What follows belongs to an exercise in optimizing a design on an open flow for small area and a short achievable clock period; a production flow would make more cautious choices.
In this exercise RTL edits were held to simulation tests only and were not proved equivalent to the original.
In runs 1 and 2 the design's own scripts or RTL, not TritonCTS, make the clock network.
The flow treats the clock pin as an ideal source. Dropping or thinning the clock tree relies on that and would not hold on a real chip.
Power figures rest on the tool's default switching activity, not on a simulated workload.

**flow/run.sh**
```bash
#!/bin/bash
set -euo pipefail
W=$(pwd)
cat >> config.mk <<EOF
export PRE_CTS_TCL = $W/flow/mycts.tcl
export PRE_IO_PLACEMENT_TCL = $W/flow/io.tcl
export BUFFER_PORTS_ARGS = -buffer_cell sky130_fd_sc_hd__buf_4
export MAX_REPAIR_ANTENNAS_ITER_DRT = 10
EOF
bash standard.sh > "$W/standard_flow.log" 2>&1
```
**flow/io.tcl**
```tcl
# Sourced as PRE_IO_PLACEMENT_TCL: keep the output pins together on one edge, so
# each output register can sit next to its pin.
set_io_pin_constraint -group -pin_names {trf_rdata[0] trf_rdata[1] trf_rdata[2] trf_rdata[3] trf_rdata[4] trf_rdata[5] trf_rdata[6] trf_rdata[7] trf_rdata_valid}
```
**flow/mycts.tcl**
```tcl
# Two-level clock tree, built in place of TritonCTS (sourced as PRE_CTS_TCL).
# Also places the output registers next to their output buffers (below).
# pclk -> 4 root clkbuf_16 (one per quadrant) -> NC x NR leaf clkbuf_16 -> flip-flops.
# Sinks are split into NC columns of equal count by x, each column into NR groups
# of equal count by y; every buffer sits at the centroid of what it drives, and
# detailed placement legalizes them afterwards.
set NC 8
set NR 10
set ::mc_block [ord::get_db_block]
set ::mc_bufm [[ord::get_db] findMaster sky130_fd_sc_hd__clkbuf_16]
set block $::mc_block
set clknet [$block findNet pclk]
$clknet setSigType CLOCK


# Output registers: move each one next to its port's output buffer (placed by the
# placer at the pin), so the register-to-port path has no long wire. Detailed
# placement in the CTS step legalizes them.
foreach bt [$::mc_block getBTerms] {
  if {[$bt getIoType] ne "OUTPUT"} { continue }
  set onet [$bt getNet]
  set obuf ""
  foreach it [$onet getITerms] { if {[$it isOutputSignal]} { set obuf [$it getInst] } }
  if {$obuf eq ""} { continue }
  set inet [[$obuf findITerm A] getNet]
  set ff ""
  foreach it [$inet getITerms] { if {[$it isOutputSignal]} { set ff [$it getInst] } }
  if {$ff eq "" || ![[$ff getMaster] isSequential]} { continue }
  set loc [$obuf getLocation]
  set fw [[$ff getMaster] getWidth]
  $ff setLocation [expr {[lindex $loc 0] - $fw}] [lindex $loc 1]
  puts "mycts: moved [$ff getName] next to [$obuf getName]"
}

set sinks {}
foreach it [$clknet getITerms] {
  set inst [$it getInst]
  set bb [$inst getBBox]
  lappend sinks [list [expr {([$bb xMin] + [$bb xMax]) / 2}] [expr {([$bb yMin] + [$bb yMax]) / 2}] $it]
}
set n [llength $sinks]
puts "mycts: $n clock sinks"

proc split_even {lst parts} {
  set n [llength $lst]
  set out {}
  for {set p 0} {$p < $parts} {incr p} {
    set a [expr {($p * $n) / $parts}]
    set b [expr {(($p + 1) * $n) / $parts - 1}]
    lappend out [lrange $lst $a $b]
  }
  return $out
}

proc centroid {pts} {
  set sx 0; set sy 0
  foreach p $pts { set sx [expr {$sx + [lindex $p 0]}]; set sy [expr {$sy + [lindex $p 1]}] }
  set k [llength $pts]
  return [list [expr {$sx / $k}] [expr {$sy / $k}]]
}

proc add_buf {name x y innet} {
  set block $::mc_block
  set bufm $::mc_bufm
  set inst [odb::dbInst_create $block $bufm $name]
  $inst setLocation [expr {$x - [$bufm getWidth] / 2}] [expr {$y - [$bufm getHeight] / 2}]
  $inst setPlacementStatus PLACED
  [$inst findITerm A] connect $innet
  set out [odb::dbNet_create $block "${name}_net"]
  $out setSigType CLOCK
  [$inst findITerm X] connect $out
  return [list $inst $out]
}

# leaf clusters
set cols [split_even [lsort -integer -index 0 $sinks] $NC]
set roots {}
for {set rq 0} {$rq < 4} {incr rq} { lappend roots {} }
set ci 0
foreach col $cols {
  set groups [split_even [lsort -integer -index 1 $col] $NR]
  set ri 0
  foreach g $groups {
    set q [expr {($ci >= $NC / 2 ? 2 : 0) + ($ri >= $NR / 2 ? 1 : 0)}]
    set c [centroid $g]
    lset roots $q [concat [lindex $roots $q] [list [list [lindex $c 0] [lindex $c 1] $g]]]
    incr ri
  }
  incr ci
}

set li 0
for {set q 0} {$q < 4} {incr q} {
  set leaves [lindex $roots $q]
  set c [centroid $leaves]
  # root buffer, driven by the clock port
  set r [add_buf "clkroot_$q" [lindex $c 0] [lindex $c 1] $clknet]
  set rnet [lindex $r 1]
  foreach lf $leaves {
    set g [lindex $lf 2]
    foreach s $g { [lindex $s 2] disconnect }
    set l [add_buf "clkleaf_$li" [lindex $lf 0] [lindex $lf 1] $rnet]
    set lnet [lindex $l 1]
    foreach s $g { [lindex $s 2] connect $lnet }
    incr li
  }
}
puts "mycts: 4 roots, $li leaves"

# The tree is built; TritonCTS is not run.
rename clock_tree_synthesis {}
proc clock_tree_synthesis {args} { puts "mycts: clock_tree_synthesis skipped" }
```
**standard.sh**
```bash
#!/bin/bash
# synth_recipe.tcl (not shown) runs the flow's synth.tcl, then flattens the netlist and writes it again
# the make line also repeats each setting of config.mk as NAME=value (left out here)
make -C /OpenROAD-flow-scripts/flow DESIGN_CONFIG=/design/flow/config.mk WORK_HOME=/design/flow/orfs CLKGATE_MAP_FILE= SYNTH_SCRIPT=/design/flow/synth_recipe.tcl "${@:-finish}"
```
**config.mk**
```make
export PLATFORM = sky130hd
export DESIGN_NAME = apb_subsystem_top
export DESIGN_NICKNAME = apb_subsystem_top
export VERILOG_FILES = /design/flow/design.v
export SDC_FILE = /design/flow/constraint.sdc
export NUM_CORES = 4
export LEC_CHECK = 0
export CAP_MARGIN = 20
export CORE_MARGIN = 2
export CORE_UTILIZATION = 75
export SETUP_SLACK_MARGIN = 3.95
export SLEW_MARGIN = 20
export PRE_CTS_TCL = /design/flow/flow/mycts.tcl
export PRE_IO_PLACEMENT_TCL = /design/flow/flow/io.tcl
export BUFFER_PORTS_ARGS = -buffer_cell sky130_fd_sc_hd__buf_4
export MAX_REPAIR_ANTENNAS_ITER_DRT = 10
```
**constraint.sdc**
```tcl
create_clock -name core_clock -period 6.0 [get_ports {pclk}]
set_input_delay 1.2000 -clock core_clock [delete_from_list [all_inputs] [get_ports {pclk}]]
set_output_delay 1.2000 -clock core_clock [all_outputs]
set_load 0.01 [all_outputs]
```
**design.v**
```verilog
module apb_subsystem_top #(
  parameter int unsigned ADDR_W      = 8,
  parameter int unsigned DATA_W      = 8,
  parameter int unsigned MEM_DEPTH   = 256,
  parameter int unsigned WAIT_CYCLES = 0
) (
  input  logic              pclk,
  input  logic              prstn,
  input  logic              trf_valid,
  input  logic [1:0]        trf_enc,
  input  logic [ADDR_W-1:0] trf_addr,
  input  logic [DATA_W-1:0] trf_wdata,
  output logic [DATA_W-1:0] trf_rdata,
  output logic              trf_rdata_valid
);
  logic r_setup, r_access;
  logic w_req;
  assign w_req = trf_valid && (trf_enc[0] ^ trf_enc[1]);
  logic r_live;
  always_ff @(posedge pclk or posedge prstn) begin
    if (prstn) begin
      r_setup  <= 1'b0;
      r_access <= 1'b0;
      r_live   <= 1'b0;
    end else begin
      r_setup  <= w_req && !r_setup;
      r_access <= r_setup;
      r_live   <= 1'b1;
    end
  end
  logic r_ph;
  always_ff @(posedge pclk) r_ph <= !r_ph && r_live;
  logic [15:0]       r_a_row, r_a_col;
  logic [DATA_W-1:0] r_a_wdata;
  logic              r_a_write;
  logic              w_a_wr;
  always_ff @(posedge pclk) begin
    r_a_row   <= 16'(1) << trf_addr[7:4];
    r_a_col   <= 16'(1) << trf_addr[3:0];
    r_a_wdata <= trf_wdata;
    r_a_write <= trf_enc[0];
  end
  assign w_a_wr = r_setup && r_a_write;   
  logic [15:0]       r_b_lrow_n;   
  logic [15:0]       r_b_lcol_n;   
  logic [15:0]       r_b_hrow;     
  logic [15:0]       r_b_hcol;     
  logic [DATA_W-1:0] r_b_wbits_n;  
  logic              r_b_read;
  always_ff @(posedge pclk) begin
    r_b_hcol    <= r_a_col;
    r_b_wbits_n <= ~(r_a_wdata ^ {DATA_W{r_ph}});   
    r_b_read    <= !r_a_write;
  end
  always_ff @(posedge pclk or posedge prstn) begin
    if (prstn) begin
      r_b_lrow_n <= '0;
      r_b_lcol_n <= '0;
      r_b_hrow   <= '0;
    end else begin
      r_b_lrow_n <= ~(r_a_row & {16{w_a_wr}});
      r_b_lcol_n <= ~r_a_col;
      r_b_hrow   <= r_a_row & {16{w_a_wr}};
    end
  end
  logic [DATA_W-1:0]    r_mem [MEM_DEPTH];
  logic [MEM_DEPTH-1:0] w_load, w_keep_n;
  for (genvar k = 0; k < MEM_DEPTH; k++) begin : g_word
    assign w_load[k]   = !(r_b_lrow_n[k/16] || r_b_lcol_n[k%16]);
    assign w_keep_n[k] = !(r_b_hrow[k/16] && r_b_hcol[k%16]);
    always_ff @(posedge pclk) begin
      r_mem[k] <= ~((r_mem[k] | {DATA_W{w_load[k]}}) & ({DATA_W{w_keep_n[k]}} | r_b_wbits_n));
    end
  end
  logic [DATA_W-1:0] w_row_data [16];
  logic [DATA_W-1:0] w_grp_data [8];
  always_comb begin
    for (int i = 0; i < 16; i++) begin
      w_row_data[i] = '0;
      for (int j = 0; j < 16; j++)
        w_row_data[i] = w_row_data[i] | (r_mem[i*16+j] & {DATA_W{r_a_col[j]}});
    end
    for (int g = 0; g < 8; g++) begin
      w_grp_data[g] = '0;
      for (int i = 2*g; i < 2*g+2; i++)
        w_grp_data[g] = w_grp_data[g] | (w_row_data[i] & {DATA_W{r_a_row[i]}});
    end
  end
  logic [DATA_W-1:0] r_p_data [8];
  always_ff @(posedge pclk) for (int g = 0; g < 8; g++) r_p_data[g] <= w_grp_data[g];
  logic              w_rd;
  logic [DATA_W-1:0] r_rdata;
  logic              r_rdata_valid;
  assign w_rd = r_access && r_b_read;
  always_ff @(posedge pclk or posedge prstn) begin
    if (prstn) begin
      r_rdata       <= '0;
      r_rdata_valid <= 1'b0;
    end else begin
      r_rdata_valid <= w_rd;
      if (w_rd) r_rdata <= (r_p_data[0] | r_p_data[1] | r_p_data[2] | r_p_data[3] |
                            r_p_data[4] | r_p_data[5] | r_p_data[6] | r_p_data[7])
                           ^ {DATA_W{!r_ph}};
    end
  end
  assign trf_rdata       = r_rdata;
  assign trf_rdata_valid = r_rdata_valid;
endmodule
```
==> notes.md, run 1 <==
first-pass GRT wire length=372,000 um; fillers=6,059; Slew Limit Headroom=10.23%; initial antenna violation count=12; Yosys warnings=5; Syn Area/Cell=10.83 um2; CP cell instances=buf_4; Final Hold Viols=0; max incr delay on CP=420 ps; post-route ant nets=0; max-cap viol count=0; DP Wirelength=145,500 um; slowest library cell on the worst path=dfrtp_1; Worst Min Path Start=r_a_write$_DFF_P_; cts hold-fix bufs=0; Hold WC Path Type=reg2reg; Yosys reg bits=2,239; depth of the worst register-to-register path=3; Reg-to-Reg End=r_mem[2][0]$_DFF_P_; Reg2Reg Launch Point=r_b_lcol_n[2]$_DFF_PP0_; CP Capture Type=output pin; Mapped Cells=6,769; I/O Pins=30; clk latency of the worst-skew pair=580 ps; vias per cell=8.502; first-pass iteration count of the detailed router=7; Cell Pwr Density=308.1 nW/um2; crit path time final=2353 ps; Total Wirelength=265,000 um; layout cell share with drive strength beyond 1=5.435%; Max Freq=425.1 MHz; worst path required time=4800 ps; area of the mapped netlist=73,340 um2; Top delay family on crit path=flip-flops; Max FO, Critical Path=2; Worst Setup Path Type=reg2out; Area Overhead vs Synth=5.290%; die area=100,300 um2; WP buf/inv=1; vias in the first global route=58,249; Hold Path Depth=1; Hold WS=391.3 ps; Die W=316.7 um; worst vdd ir=0.3375 mV; Worst Hold Path EP=r_b_read$_DFF_P_; Vias=65,371; NumNets Final=6,408; leakage power=0.02757 uW; row count=114; Final Slew Violations=0; post-synthesis sequential area ratio=61.52%; worst path arrival time=1150 ps; Synthesized Nets=6,790; GRT Total Usage=48.76%; pin count of the biggest net entering global routing=163; Setup crit start kind=flop; clk_skew=16.67 ps; IO buf count=29; status=complete, no violations; worst setup slack after layout=3647 ps; Netlist cell types=24; core area=96,850 um2; CTS clk-pin slew, worst paths=100 ps; setup slack, reg-to-reg=3820 ps; initial core utilization=75.73%; routability cong.=0.9834; Tightest Pin Transition=1347 ps; setup violators final=0; drt drc=0; Die Ht=316.7 um; Initial DRC Count=13,115; pre-CTS setup slack=3276 ps; final period utilization=39.21%; Fin Setup TNS=0 ps; RSZ-0062 raised after global routing=true; WL per Instance=34.47 um; grt ovf=0
[stage by stage]
step | instance area [um2] | instances | total power [uW] | util, %
floorplan | 73350 | 6769 | 16450 | -
global placement | 73380 | 7528 | 17020 | 75.77
detailed placement | 73400 | 7529 | 17060 | 75.79
CTS | 76340 | 7632 | 22290 | 78.82
global route | 77150 | 7661 | 24190 | 79.66
finish | 77220 | 7689 | 23800 | 79.73
[what timing repair did]
item,CTS,global route
endpoints found under the setup margin,469,474
pin swaps,1,6
cloned,4,0
gates resized for setup,83,70
setup buffers,15,29
[cell usage after synthesis]
cell | n | area, um2
nor3_1 | 12 | 60.06
buf_6 | 7 | 78.83
nand4_1 | 128 | 800.8
dfrtp_1 | 60 | 1501
nand2b_1 | 8 | 50.05
nor2b_1 | 1 | 6.260
clkbuf_1 | 506 | 1899
and2_1 | 2 | 12.51
buf_2 | 62 | 310.3
inv_1 | 34 | 127.6
a21oi_1 | 8 | 40.04
nor2_1 | 282 | 1059
xnor2_1 | 9 | 78.83
xor2_1 | 8 | 70.07
a221oi_1 | 512 | 4484
nor4_1 | 18 | 112.6
nor3b_1 | 1 | 7.510
nand2_1 | 284 | 1066
a22o_1 | 576 | 5045
conb_1 | 1 | 3.750
o22ai_1 | 2048 | 12810
buf_1 | 21 | 78.83
dfxtp_1 | 2179 | 43620
buf_4 | 2 | 15.01
[logic make-up (layout without fill, tap and decap cells)]
logic type | Yosys count | count (layout) | share of synthesized area (%)
xor gates and xnor gates | 17 | 17 | 0.2030
AOI/OAI and AO/OA | 3144 | 3144 | 30.52
DFF | 2239 | 2239 | 61.52
and+or+nand+nor | 736 | 736 | 4.328
buffers and inverters | 632 | 248 | 3.422
other | 1 | 29 | 0.005113
[registers in the layout, indices dropped and copies added (netlist names), 8 cells and up]
name,count
r_rdata,8
r_a_wdata,8
r_a_col,16
r_b_wbits_n,8
r_b_lrow_n,16
r_b_hrow,16
r_mem,2048
r_a_row,16
r_p_data,64
r_b_hcol,16
r_b_lcol_n,16
[power by group]
group          internal [uW]  switching [uW]  total (uW)  leakage (uW)
Sequential             15200             509       15700        0.0205
Clock                   2490            4280        6760       0.00104
Combinational            304            1020        1320       0.00607
[area by class of cell]
| class | instances | area [um2] | area share, % |
|---|---|---|---|
| sequential | 2239 | 45260 | 58.61 |
| multi-input combinational | 3898 | 26240 | 33.98 |
| inverter | 34 | 131.4 | 0.1701 |
| tap | 1276 | 1597 | 2.067 |
| buffer | 84 | 2102 | 2.722 |
| timing repair buffer | 129 | 1821 | 2.358 |
| timing repair inverter | 1 | 5.005 | 0.006481 |
| antenna | 28 | 70.07 | 0.09074 |
[placed cells by master (no fill, tap or decap), drive strengths merged, types with 9 or more instances in the layout]
cell type,n
a221oi,512
a22o,576
buf,126
clkbuf,84
dfrtp,60
dfxtp,2179
diode,28
inv,33
nand2,284
nand4,128
nor2,282
nor3,12
nor4,18
o22ai,2048
xnor2,9
[how the worst max path moves through the flow]
stage                                      start                endpoint  cells past startpoint
after floorplan                            prstn      r_access$_DFF_PP0_                      1
after global placement    r_a_col[10]$_SDFF_PN0_  r_p_data[4][0]$_DFF_P_                      5
after detailed placement  r_a_col[10]$_SDFF_PN0_  r_p_data[4][0]$_DFF_P_                      5
after CTS                 r_a_col[10]$_SDFF_PN0_  r_p_data[4][0]$_DFF_P_                      5
after global routing      r_rdata[6]$_DFFE_PP0P_            trf_rdata[6]                      1
final                     r_rdata[6]$_DFFE_PP0P_            trf_rdata[6]                      1
[routing by layer]
layer / global-route usage (%) / wire [um] / up-vias
met2: 68.86 / 108200 / 6377
met1: 64.29 / 91100 / 31057
li1: - / - / 26453
met4: 34.14 / 23660 / 6
met3: 14.52 / 41940 / 1478
met5: 0.9943 / 165 / -
==> run 2, diff against run 1 <==
--- a/config.mk
+++ b/config.mk
@@ -7,8 +7,8 @@
 export LEC_CHECK = 0
 export CAP_MARGIN = 20
 export CORE_MARGIN = 2
-export CORE_UTILIZATION = 75
-export SETUP_SLACK_MARGIN = 3.95
+export CORE_UTILIZATION = 78
+export SETUP_SLACK_MARGIN = 3.85
 export SLEW_MARGIN = 20
 export PRE_CTS_TCL = /design/flow/flow/mycts.tcl
 export PRE_IO_PLACEMENT_TCL = /design/flow/flow/io.tcl
==> run 2 against run 1 <==
Total power decreased by 0.47%. Sequential cell count unchanged. Synthesized cell count unchanged.
==> notes.md, run 2 <==
crit path time final=2446 ps; clk_skew=27.01 ps; WL per Instance=33.51 um; Die Ht=310.6 um; final period utilization=40.77%; Max Freq=408.8 MHz; initial antenna violation count=16; die area=96,500 um2; final core utilization=82.07%; area leader, netlist=dfxtp_1; CTS clk-pin slew, worst paths=100 ps; worst path required time=6430 ps; Synth top area share=59.48%; GRT Total Usage=49.19%; first-pass iteration count of the detailed router=9; synth cell count leaders=dfxtp_1 (2,179), o22ai_1 (2,048), a22o_1 (576); routability cong.=0.9671; core area=93,190 um2; most frequent cell after synthesis=dfxtp_1; Worst Setup Path Type=reg2reg; most common cell after layout, fill and taps aside=dfxtp_1; RSZ-0062 raised after global routing=true; setup violators final=0; dpl cell area=73,370 um2; max incr delay on CP=1180 ps; I/O Pins=30; Setup crit start kind=flop; vias in the first global route=59,541; Syn Area/Cell=10.83 um2; Final Slew Violations=0; Finished Cell Area=76,480 um2; row count=112; worst vdd ir=0.4140 mV; Total Wirelength=256,400 um; Synth area leaders=dfxtp_1 (59%), o22ai_1 (17%), a22o_1 (6.9%); status=complete, no violations; layout cell share with drive strength beyond 1=4.570%; Yosys warnings=5; Yosys reg bits=2,239; NumNets Final=6,391; initial core utilization=78.70%; Area Overhead vs Synth=4.277%; vias per cell=8.544; Fin Setup TNS=0 ps; post-route ant nets=0; ys async rst share=2.680%; Final Hold Viols=0; Largest regs=r_mem: 2048 flops, r_p_data: 64 flops; Tightest Pin Transition=1354 ps; DP Wirelength=142,800 um; max-cap viol count=0; first-pass GRT wire length=369,600 um; leakage power=0.02729 uW; post-synthesis sequential area ratio=61.52%; main flop type after synthesis=dfxtp_1; Max FO, Critical Path=20; Synthesized Nets=6,790; Die W=310.6 um; Vias=65,368; Initial DRC Count=13,190; largest register by flop count=r_mem; slowest library cell on the worst path=dfxtp_2; CP Capture Type=flop; Mapped Cells=6,769; Netlist cell types=24; cts hold-fix bufs=0; worst path arrival time=2870 ps; CP cell instances=nand2_1, o22ai_1; grt ovf=0; Post-synth EDFFs=0; clk latency of the worst-skew pair=580 ps; most frequent cells in the layout=dfxtp_1 (2,139), o22ai_1 (2,048), a22o_1 (576), a221oi_1 (473), nand2_1 (284); drt drc=0; area of the mapped netlist=73,340 um2; Largest register FFs=2,048; Hold WC Path Type=reg2reg; IO buf count=29; Cell Pwr Density=309.7 nW/um2; pin count of the biggest net entering global routing=187; Slew Limit Headroom=9.765%
==> run 2: kinds of logic (layout without fill, tap and decap cells) <==
| kind of cell | count (synthesis) | after routing | synth area share, % |
|---|---|---|---|
| AO/OA/AOI/OAI | 3144 | 3144 | 30.52 |
| flip-flops | 2239 | 2239 | 61.52 |
| AND/OR/NAND/NOR | 736 | 736 | 4.328 |
| buffers and inverters | 632 | 231 | 3.422 |
| XOR/XNOR | 17 | 17 | 0.2030 |
| other | 1 | 30 | 0.005113 |
==> run 2: layout make-up <==
type / instances / area (um2)
fill: 5455 / 16710
buffer: 84 / 2102
timing repair buffer: 113 / 1376
sequential: 2239 / 45250
inverter: 34 / 131.4
antenna: 29 / 72.57
multi-input combinational: 3898 / 25980
tap: 1254 / 1569
==> run 2: per-stage QoR <==
step | hold WS (ps) | std cells | power, uW | setup slack [ps]
CTS | 368.0 | 7603 | 22230 | 3828
floorplan | 348.0 | 6769 | 16450 | 4170
finish | 390.9 | 7651 | 23690 | 3554
global placement | 353.4 | 7508 | 16990 | 3369
detailed placement | 368.0 | 7508 | 17040 | 3348
global route | 420.3 | 7625 | 24090 | 3666
==> run 2: path summary, 6_finish.rpt <==
path                       slack (ps)  depth (start not counted)                start                        to
max in group asynchronous        4490                          3                prstn   r_b_lcol_n[9]$_DFF_PP0_
hold reg to reg                   390                          1    r_a_write$_DFF_P_          r_b_read$_DFF_P_
min in group asynchronous         890                          3                prstn  r_b_lrow_n[15]$_DFF_PP0_
hold / removal                    390                          1    r_a_write$_DFF_P_          r_b_read$_DFF_P_
setup reg to reg                 3550                          2  r_b_hcol[3]$_DFF_P_      r_mem[35][3]$_DFF_P_
setup / recovery                 3550                          2  r_b_hcol[3]$_DFF_P_      r_mem[35][3]$_DFF_P_
==> run 2: worst max-delay path: cells and delay by family (launching register included) <==
family,cells,cell delay (ps)
and+or+nand+nor,1,550
AOI/OAI and AO/OA,1,570
DFF,1,1180
==> run 2: timing repair <==
action	in CTS	in global routing
buffers inserted	10	19
pin swaps	2	3
gates cloned	1	0
endpoints found under the setup margin	127	90
gates resized for setup	35	57
==> run 2: per-layer routing <==
metal	share of wire (%)	track usage [%]
met5	0.014	0.5929
met4	8.3	32.63
met3	16	16.65
met2	41	69.51
met1	34	64.26
==> run 2: power breakdown <==
group	internal [uW]	switching (uW)	total [uW]
combinational	276	1000	1280
clock	2490	4240	6730
sequential	15200	470	15700
==> run 3, diff against run 2 <==
==> run.sh (new file) <==
#!/bin/bash
# synth_recipe.tcl (not shown) runs the flow's synth.tcl, then flattens the netlist and writes it again
# the make line also repeats each setting of config.mk as NAME=value (left out here)
make -C /OpenROAD-flow-scripts/flow DESIGN_CONFIG=/design/flow/config.mk WORK_HOME=/design/flow/orfs CLKGATE_MAP_FILE= SYNTH_SCRIPT=/design/flow/synth_recipe.tcl finish
==> config.mk (replaced) <==
export PLATFORM = sky130hd
export DESIGN_NAME = apb_subsystem_top
export DESIGN_NICKNAME = apb_subsystem_top
export VERILOG_FILES = /design/flow/design.v
export SDC_FILE = /design/flow/constraint.sdc
export NUM_CORES = 4
export LEC_CHECK = 0
export CAP_MARGIN = 30
export CORE_MARGIN = 2
export CORE_UTILIZATION = 75
export CTS_CLUSTER_DIAMETER = 100
export CTS_CLUSTER_SIZE = 30
export SETUP_SLACK_MARGIN = 3.5
export SLEW_MARGIN = 25
removed: flow/run.sh
removed: flow/io.tcl
removed: flow/mycts.tcl
removed: standard.sh
==> run 3 against run 2 <==
Still clean on timing, DRC and antenna. Global-route usage down 1.6 points. Register-to-register slack worse by 120 ps. Clock skew up 5.9 ps. Critical path type unchanged. Critical endpoint is now r_p_data[2][5]$_DFF_P_.
==> notes.md, run 3 <==
final period utilization=42.82%; first-pass iteration count of the detailed router=6; Max Freq=389.2 MHz; post-synthesis sequential area ratio=61.52%; Sink Count=2,239; Syn Area/Cell=10.83 um2; Post-synth EDFFs=0; setup slack, reg-to-reg=3430 ps; Final Slew Violations=0; Worst Setup Path Type=reg2reg; die area=100,300 um2; DP Wirelength=145,600 um; fillers=6,250; slowest library cell on the worst path=dfxtp_4; area of the mapped netlist=73,340 um2; Total Wirelength=248,800 um; first-pass GRT wire length=363,400 um; main flop type after synthesis=dfxtp_1; Largest register FFs=2,048; vias per cell=8.254; WL per Instance=32.41 um; max incr delay on CP=570 ps; Initial DRC Count=11,318; Synth top area share=59.48%; most common cell after layout, fill and taps aside=dfxtp_1; Hold WC Path Type=reg2reg; NumNets Final=6,382; Yosys reg bits=2,239; Synth area leaders=dfxtp_1 (59%), o22ai_1 (17%), a22o_1 (6.9%); CP Depth=5; area leader, netlist=dfxtp_1; H-Tree Depth=3; layout cell share with drive strength beyond 1=3.756%; WP buf/inv=1; Mapped Cells=6,769; pin count of the biggest net entering global routing=171; Largest regs=r_mem: 2048 flops, r_p_data: 64 flops; synth cell count leaders=dfxtp_1 (2,179), o22ai_1 (2,048), a22o_1 (576); worst setup slack after layout=3431 ps; I/O Pins=30; TritonCTS clock tree=done; Area Overhead vs Synth=4.367%; final core utilization=79.03%; pre-CTS setup slack=3150 ps; grt ovf=0; core area=96,850 um2; row count=114; depth of the worst register-to-register path=5; status=complete, no violations; Die W=316.7 um; clk_skew=32.93 ps; Synthesized Nets=6,790; CP Launch Point=r_a_col[14]$_SDFF_PN0_; vias in the first global route=59,200; initial antenna violation count=12; dpl cell area=73,880 um2; most frequent cell after synthesis=dfxtp_1; initial core utilization=75.73%; CP cell instances=buf_4, a22o_1, a221oi_1, nand4_1, a22o_1; crit path time final=2569 ps; largest register by flop count=r_mem; CP Capture Type=flop; Fin Setup TNS=0 ps; worst path arrival time=3200 ps; GRT Total Usage=47.59%; ys async rst share=2.680%; routability cong.=0.9521; Reg2Reg Launch Point=r_a_col[14]$_SDFF_PN0_; max-cap viol count=0; CTS Buf Count=84; Final Hold Viols=0; drt drc=0; setup violators final=0; Reg-to-Reg End=r_p_data[2][5]$_DFF_P_; Die Ht=316.7 um; Vias=63,355; crit path to=r_p_data[2][5]$_DFF_P_; IO buf count=29; Finished Cell Area=76,540 um2; Worst Min Path Start=r_a_write$_DFF_P_; worst vdd ir=0.3148 mV; Max FO, Critical Path=58; leakage power=0.02727 uW; clk latency of the worst-skew pair=730 ps; Setup crit start kind=flop; worst path required time=6630 ps; most frequent CP cell=a22o_1; CTS clk-pin slew, worst paths=110 ps; Cell Pwr Density=314.0 nW/um2; Top delay family on crit path=compound AO/OA/AOI/OAI gates; Yosys warnings=5; post-route ant nets=0; RSZ-0062 raised after global routing=true; cts hold-fix bufs=0; root buffer cell=clkbuf_16; clock buffer depth=3; most frequent cells in the layout=dfxtp_1 (2,139), o22ai_1 (2,048), a22o_1 (576), a221oi_1 (509), nand2_1 (284); Slew Limit Headroom=17.36%; Tightest Pin Transition=1240 ps; Netlist cell types=24
-- run 3: cell counts after synthesis --
No cell type changed its count.
-- run 3: logic make-up after synthesis --
logic type / after synthesis / share of synthesized area (%)
buffers and inverters: 632 / 3.422
other: 1 / 0.005113
DFF: 2239 / 61.52
xor gates and xnor gates: 17 / 0.2030
and+or+nand+nor: 736 / 4.328
AOI/OAI and AO/OA: 3144 / 30.52
-- run 3: worst min-delay path by stage --
stage          cells past startpoint  slack, ps               end
6_report                           1        380  r_b_read$_DFF_P_
4_1_cts                            1        390  r_b_read$_DFF_P_
3_3_place_gp                       1        350  r_b_read$_DFF_P_
3_5_place_dp                       1        360  r_b_read$_DFF_P_
5_1_grt                            1        400  r_b_read$_DFF_P_
2_1_floorplan                      1        350  r_b_read$_DFF_P_
-- run 3: metal layers --
layer	wire, um	global-route usage, %
met1	88930	60.51
met2	104200	68.82
met3	34550	14.48
met4	21040	35.07
met5	148	0
-- run 3: timing repair --
action,CTS,global route
gates cloned,0,0
buffers inserted,5,2
resized for setup,37,9
endpoints found under the setup margin,72,36
-- run 3: through the flow --
stage / power (uW) / std cells / hold WS, ps
floorplan: 16450 / 6769 / 348.0
detailed placement: 17070 / 7538 / 360.0
global route: 24500 / 7666 / 402.3
finish: 24040 / 7676 / 384.7
global placement: 17000 / 7517 / 353.9
CTS: 23840 / 7658 / 385.3
-- run 3: area by class of cell --
type                       instances  area [um2]  area share, %
clock buffer                     114        2321          3.032
sequential                      2239       45270          59.14
multi-input combinational       3898       25760          33.66
clock inverter                     1       16.27        0.02125
timing repair buffer             104        1421          1.857
tap                             1276        1597          2.086
antenna                           10       25.02        0.03269
inverter                          34       131.4         0.1716
-- run 3: where the power goes --
group	switching [uW]	total (uW)	internal [uW]
Clock	4420	7170	2740
Sequential	476	15700	15200
Combinational	933	1190	257

separate check: timing with driven ports:
How much do the figures lean on ideal ports? The routed layouts below were timed once more, with nothing changed but the port constraints.
Step 1 sets driving cells, clkbuf_16 on the clock port and buf_2 on the other inputs (assumed; they add their load-dependent delay and slew).
Step 2 moves the port delays by t, midway between the first and last clock arrival at a register: inputs arrive t later, outputs are due t later. That takes back most of the time a late clock gives input paths.
Three values: ideal ports, drivers, drivers and shift; two values: the first two.
run	t (ns)	setup WS [ns]	worst setup path after step 2	clock arrival spread, ns	pins driven straight from the clock port
run 1	0.747	3.647 / 3.469 / 3.773	input to register	0.020 / 0.018	4
run 2	0.740	3.554 / 3.499 / 3.553	register to register	0.027 / 0.027	4
run 3	0.796	3.431 / 3.431 / 3.146	input, reset recovery	0.039 / 0.038	1
After both steps every run listed still meets setup and hold. For run 3, which loses most, drivers alone change the setup slack by 0.000 ns; drivers and shift together by -0.285 ns. The worst setup slack also covers recovery checks on asynchronous resets.
